Source: an optimization exercise on an open RTL-to-GDS flow (aim: small area). Production flows keep margins and buffers that such runs may drop.
Function was checked by simulation only, so behaviour that the tests miss may differ from the original.
No activity file was given, so power comes from the tool's default toggle rates.

## wb_regfile_hilo
module wb_regfile_hilo #(
    parameter int DATA_W = 32,
    parameter int ADDR_W = 5
) (
    input  logic              clk,
    input  logic              rst,
    input  logic              we,
    input  logic [ADDR_W-1:0] waddr,
    input  logic [DATA_W-1:0] wdata,
    input  logic              re1,
    input  logic [ADDR_W-1:0] raddr1,
    output logic [DATA_W-1:0] rdata1,
    input  logic              re2,
    input  logic [ADDR_W-1:0] raddr2,
    output logic [DATA_W-1:0] rdata2,
    input  logic              whilo,
    input  logic [DATA_W-1:0] hi_i,
    input  logic [DATA_W-1:0] lo_i,
    output logic [DATA_W-1:0] hi_o,
    output logic [DATA_W-1:0] lo_o
);
export LEC_CHECK = 0
export CAP_MARGIN = 20
export CORE_MARGIN = 2
export CORE_UTILIZATION = 65
export PLACE_DENSITY = 0.72
export SETUP_SLACK_MARGIN = 0.2
export SLEW_MARGIN = 20
export SYNTH_HIERARCHICAL = 1
create_clock -name core_clock -period 6.0 [get_ports {clk}]
standard.sh (not shown) runs the stock make flow with config.mk's settings and CLKGATE_MAP_FILE= SYNTH_SCRIPT=/design/flow/synth_recipe.tcl, a recipe that flattens the netlist after the stock synthesis.
==> flow/flow/run.sh <==
#!/bin/bash
export BUFFER_PORTS_ARGS="-buffer_cell sky130_fd_sc_hd__buf_1"
export CTS_ARGS="-sink_clustering_enable -repair_clock_nets -dont_use_dummy_load -sink_clustering_size 14 -sink_clustering_max_diameter 60 -buf_list {sky130_fd_sc_hd__clkbuf_4 sky130_fd_sc_hd__clkbuf_8}"
bash standard.sh > standard.log 2>&1
Edit:
Settings changed: CAP_MARGIN 20 to 0, CORE_UTILIZATION 65 to 50, PLACE_DENSITY 0.72 to not set, SLEW_MARGIN 20 to 0.
After rerunning:
- via count drops by about 0.7%
- routed wire length climbs by about 9%
- fmax drops by about 1.4%
- clock skew stays the same
- hold slack loses 0.0049 ns
- total power climbs by 1.8%
- clock-buffer cell count climbs by 7
Edit:
Settings changed: CAP_MARGIN 0 to 10, SETUP_SLACK_MARGIN 0.2 to 0.3, SLEW_MARGIN 0 to 10.
- The new run finished clean
- fmax increases by a few percent
- design area is about the same
- clock skew stays the same
- flip-flop and latch count is unchanged
- setup slack improves by 0.12 ns
- via count decreases slightly
- count of clock-buffer cells in the layout stays the same
- non-clock buffer count does not change
Edit:
==> flow/flow/run.sh (replaced) <==
#!/bin/bash
export BUFFER_PORTS_ARGS="-buffer_cell sky130_fd_sc_hd__buf_1"
export CTS_ARGS="-sink_clustering_enable -repair_clock_nets -dont_use_dummy_load -sink_clustering_size 17 -sink_clustering_max_diameter 65 -buf_list {sky130_fd_sc_hd__clkbuf_4 sky130_fd_sc_hd__clkbuf_8}"
bash standard.sh > standard.log 2>&1
=> Hold slack stays flat; clock power shrinks by a little under a tenth; total power shrinks by a few percent; sequential cell count does not change; maximum frequency shrinks slightly; worst setup slack is worse by 0.089 ns; area after synthesis stays the same.

* * *

== the baseline ==
The RTL this note starts from:
==> flow/design.v <==
module wb_regfile_hilo #(
    parameter int DATA_W = 32,
    parameter int ADDR_W = 5
) (
    input  logic              clk,
    input  logic              rst,
    input  logic              we,
    input  logic [ADDR_W-1:0] waddr,
    input  logic [DATA_W-1:0] wdata,
    input  logic              re1,
    input  logic [ADDR_W-1:0] raddr1,
    output logic [DATA_W-1:0] rdata1,
    input  logic              re2,
    input  logic [ADDR_W-1:0] raddr2,
    output logic [DATA_W-1:0] rdata2,
    input  logic              whilo,
    input  logic [DATA_W-1:0] hi_i,
    input  logic [DATA_W-1:0] lo_i,
    output logic [DATA_W-1:0] hi_o,
    output logic [DATA_W-1:0] lo_o
);
    localparam int NUM_REGS = 2 ** ADDR_W;
    logic [DATA_W-1:0] gpr [1:NUM_REGS-1];
    logic [DATA_W-1:0] hi_q;
    logic [DATA_W-1:0] lo_q;
    logic [NUM_REGS-1:1] wld, whold;
    genvar r;
    generate
        for (r = 1; r < NUM_REGS; r++) begin : g_reg
            always_comb begin
                wld[r]   = !rst && we && (waddr == ADDR_W'(r));
                whold[r] = !rst && !(we && (waddr == ADDR_W'(r)));
            end
            logic [DATA_W-1:0] gpr_d;
            wb_rf_ao22 #(.W(DATA_W)) u_nxt (
                .a(wld[r]), .d(wdata), .b(whold[r]), .q(gpr[r]), .y(gpr_d));
            always_ff @(posedge clk) begin
                gpr[r] <= gpr_d;
            end
        end
    endgenerate
    logic hld, hhold;
    assign hld   = !rst && whilo;
    assign hhold = !rst && !whilo;
    logic [DATA_W-1:0] hi_d, lo_d;
    wb_rf_ao22 #(.W(DATA_W)) u_hi_nxt (.a(hld), .d(hi_i), .b(hhold), .q(hi_q), .y(hi_d));
    wb_rf_ao22 #(.W(DATA_W)) u_lo_nxt (.a(hld), .d(lo_i), .b(hhold), .q(lo_q), .y(lo_d));
    always_ff @(posedge clk) begin
        hi_q <= hi_d;
        lo_q <= lo_d;
    end
    assign hi_o = hi_q;
    assign lo_o = lo_q;
    function automatic logic [NUM_REGS-1:0] read_sel(
        input logic              rst_v,
        input logic              re,
        input logic [ADDR_W-1:0] raddr,
        input logic              we_v,
        input logic [ADDR_W-1:0] waddr_v
    );
        logic              ok;
        logic              byp;
        logic [NUM_REGS-1:0] s;
        ok   = !rst_v && re && (raddr != '0);
        byp  = ok && we_v && (raddr == waddr_v);
        s[0] = byp;
        for (int i = 1; i < NUM_REGS; i++) begin
            s[i] = ok && !byp && (raddr == ADDR_W'(i));
        end
        read_sel = s;
    endfunction
    logic [DATA_W*NUM_REGS-1:0] rd_in;
    always_comb begin
        rd_in[DATA_W-1:0] = wdata;
        for (int i = 1; i < NUM_REGS; i++) begin
            rd_in[DATA_W*i +: DATA_W] = gpr[i];
        end
    end
    logic [NUM_REGS-1:0] sel1, sel2;
    assign sel1 = read_sel(rst, re1, raddr1, we, waddr);
    assign sel2 = read_sel(rst, re2, raddr2, we, waddr);
    wb_regfile_andor #(.N(NUM_REGS), .W(DATA_W)) u_rd1 (.sel(sel1), .d(rd_in), .y(rdata1));
    wb_regfile_andor #(.N(NUM_REGS), .W(DATA_W)) u_rd2 (.sel(sel2), .d(rd_in), .y(rdata2));
endmodule
module wb_regfile_andor #(
    parameter int N = 32,
    parameter int W = 32
) (
    input  logic [N-1:0]   sel,
    input  logic [N*W-1:0] d,
    output logic [W-1:0]   y
);
    logic [W-1:0] t [11];
    logic [W-1:0] u [3];
    genvar k;
    generate
        for (k = 0; k < 10; k++) begin : g_t
            wb_rf_aoi222 #(.W(W)) u_t (
                .a0(sel[3*k]),   .d0(d[W*(3*k)   +: W]),
                .a1(sel[3*k+1]), .d1(d[W*(3*k+1) +: W]),
                .a2(sel[3*k+2]), .d2(d[W*(3*k+2) +: W]),
                .y(t[k]));
        end
    endgenerate
    wb_rf_aoi22 #(.W(W)) u_t10 (
        .a0(sel[30]), .d0(d[W*30 +: W]), .a1(sel[31]), .d1(d[W*31 +: W]), .y(t[10]));
    wb_rf_nand4 #(.W(W)) u_u0 (.a(t[0]), .b(t[1]), .c(t[2]), .d(t[3]), .y(u[0]));
    wb_rf_nand4 #(.W(W)) u_u1 (.a(t[4]), .b(t[5]), .c(t[6]), .d(t[7]), .y(u[1]));
    wb_rf_nand3 #(.W(W)) u_u2 (.a(t[8]), .b(t[9]), .c(t[10]), .y(u[2]));
    wb_rf_or3   #(.W(W)) u_y  (.a(u[0]), .b(u[1]), .c(u[2]), .y(y));
endmodule
module wb_rf_ao22 #(parameter int W = 32) (
    input  logic         a,
    input  logic [W-1:0] d,
    input  logic         b,
    input  logic [W-1:0] q,
    output logic [W-1:0] y
);
    assign y = ({W{a}} & d) | ({W{b}} & q);
endmodule
module wb_rf_aoi222 #(parameter int W = 32) (
    input  logic         a0, a1, a2,
    input  logic [W-1:0] d0, d1, d2,
    output logic [W-1:0] y
);
    assign y = ~(({W{a0}} & d0) | ({W{a1}} & d1) | ({W{a2}} & d2));
endmodule
module wb_rf_aoi22 #(parameter int W = 32) (
    input  logic         a0, a1,
    input  logic [W-1:0] d0, d1,
    output logic [W-1:0] y
);
    assign y = ~(({W{a0}} & d0) | ({W{a1}} & d1));
endmodule
module wb_rf_nand4 #(parameter int W = 32) (
    input  logic [W-1:0] a, b, c, d,
    output logic [W-1:0] y
);
    assign y = ~(a & b & c & d);
endmodule
module wb_rf_nand3 #(parameter int W = 32) (
    input  logic [W-1:0] a, b, c,
    output logic [W-1:0] y
);
    assign y = ~(a & b & c);
endmodule
module wb_rf_or3 #(parameter int W = 32) (
    input  logic [W-1:0] a, b, c,
    output logic [W-1:0] y
);
    assign y = a | b | c;
endmodule
==> flow/config.mk <==
export PLATFORM = sky130hd
export DESIGN_NAME = wb_regfile_hilo
export DESIGN_NICKNAME = wb_regfile_hilo
export VERILOG_FILES = /design/flow/design.v
export SDC_FILE = /design/flow/constraint.sdc
export NUM_CORES = 4
export LEC_CHECK = 0
export CAP_MARGIN = 20
export CORE_MARGIN = 2
export CORE_UTILIZATION = 50
export SLEW_MARGIN = 20
export SYNTH_HIERARCHICAL = 1
==> flow/constraint.sdc <==
create_clock -name core_clock -period 6.0 [get_ports {clk}]
set_input_delay 1.2000 -clock core_clock [delete_from_list [all_inputs] [get_ports {clk}]]
set_output_delay 1.2000 -clock core_clock [all_outputs]
set_load 0.01 [all_outputs]
==> flow/flow/run.sh <==
#!/bin/bash
cp standard.sh standard.sh.txt
export BUFFER_PORTS_ARGS="-buffer_cell sky130_fd_sc_hd__buf_1"
export CTS_ARGS="-sink_clustering_enable -repair_clock_nets -dont_use_dummy_load -buf_list {sky130_fd_sc_hd__clkbuf_4 sky130_fd_sc_hd__clkbuf_8}"
bash standard.sh > standard.log 2>&1
Input changes introduced in the candidate (baseline for comparison: the baseline):
==> flow/run.sh (new file) <==
#!/bin/bash
# synth_recipe.tcl (not shown) runs the flow's synth.tcl, then flattens the netlist and writes it again
# the make line also repeats each setting of config.mk as NAME=value (left out here)
make -C /OpenROAD-flow-scripts/flow DESIGN_CONFIG=/design/flow/config.mk WORK_HOME=/design/flow/orfs CLKGATE_MAP_FILE= SYNTH_SCRIPT=/design/flow/synth_recipe.tcl finish
removed: flow/flow/run.sh
removed: flow/standard.sh
==> comparison <==
Every stage of the candidate finished as expected; the final checks, on the other hand, flagged setup timing, which means the layout fails.
Looking at launch point of the critical path, the waddr[0] result is from the baseline; the raddr1[0] one comes from the candidate.
In terms of clock slew seen by the registers of the worst setup and hold paths, the baseline and the candidate differ only marginally.
Per the comparison of the candidate with the baseline, proportion of power drawn by the clock network grew by 7.0 points; worst-case setup margin in the final layout went down; setup slack after placement now sits lower.
Between the baseline and the candidate, the setup TNS is lower for the candidate.

## static timing again, ports no longer ideal
The flow's constraints put no driver on any port. The routed layouts listed below were extracted and timed again, unchanged, in two steps. Step 1 assumes that a clkbuf_16 drives the clock port and a buf_2 every other input. Step 2 moves the port delays by t, midway between the first and last clock arrival at a register: inputs arrive t later, outputs are due t later. That takes back most of the time a late clock gives input paths. Three values: no drivers, after step 1, after step 2; two values: the first two.
| run | t, ns | setup slack, ns | worst setup path after step 2 |
|---|---|---|---|
| the first run of note 1 | 0.766 | 0.237 / 0.204 / 0.204 | input to output |
| the second run of note 1 | 0.807 | 0.157 / 0.040 / 0.040 | input to output |
| the third run of note 1 | 0.807 | 0.281 / 0.202 / 0.202 | input to output |
| the fourth run of note 1 | 0.782 | 0.192 / 0.058 / 0.058 | input to output |
| the baseline | 0.943 | 0.085 / 0.063 / 0.063 | input to output |
| the candidate | 0.780 | -0.131 / -0.179 / -0.179 | input to output |
For the fourth run of note 1, which loses most, drivers alone change the setup slack by -0.134 ns; drivers and shift together by -0.134 ns.
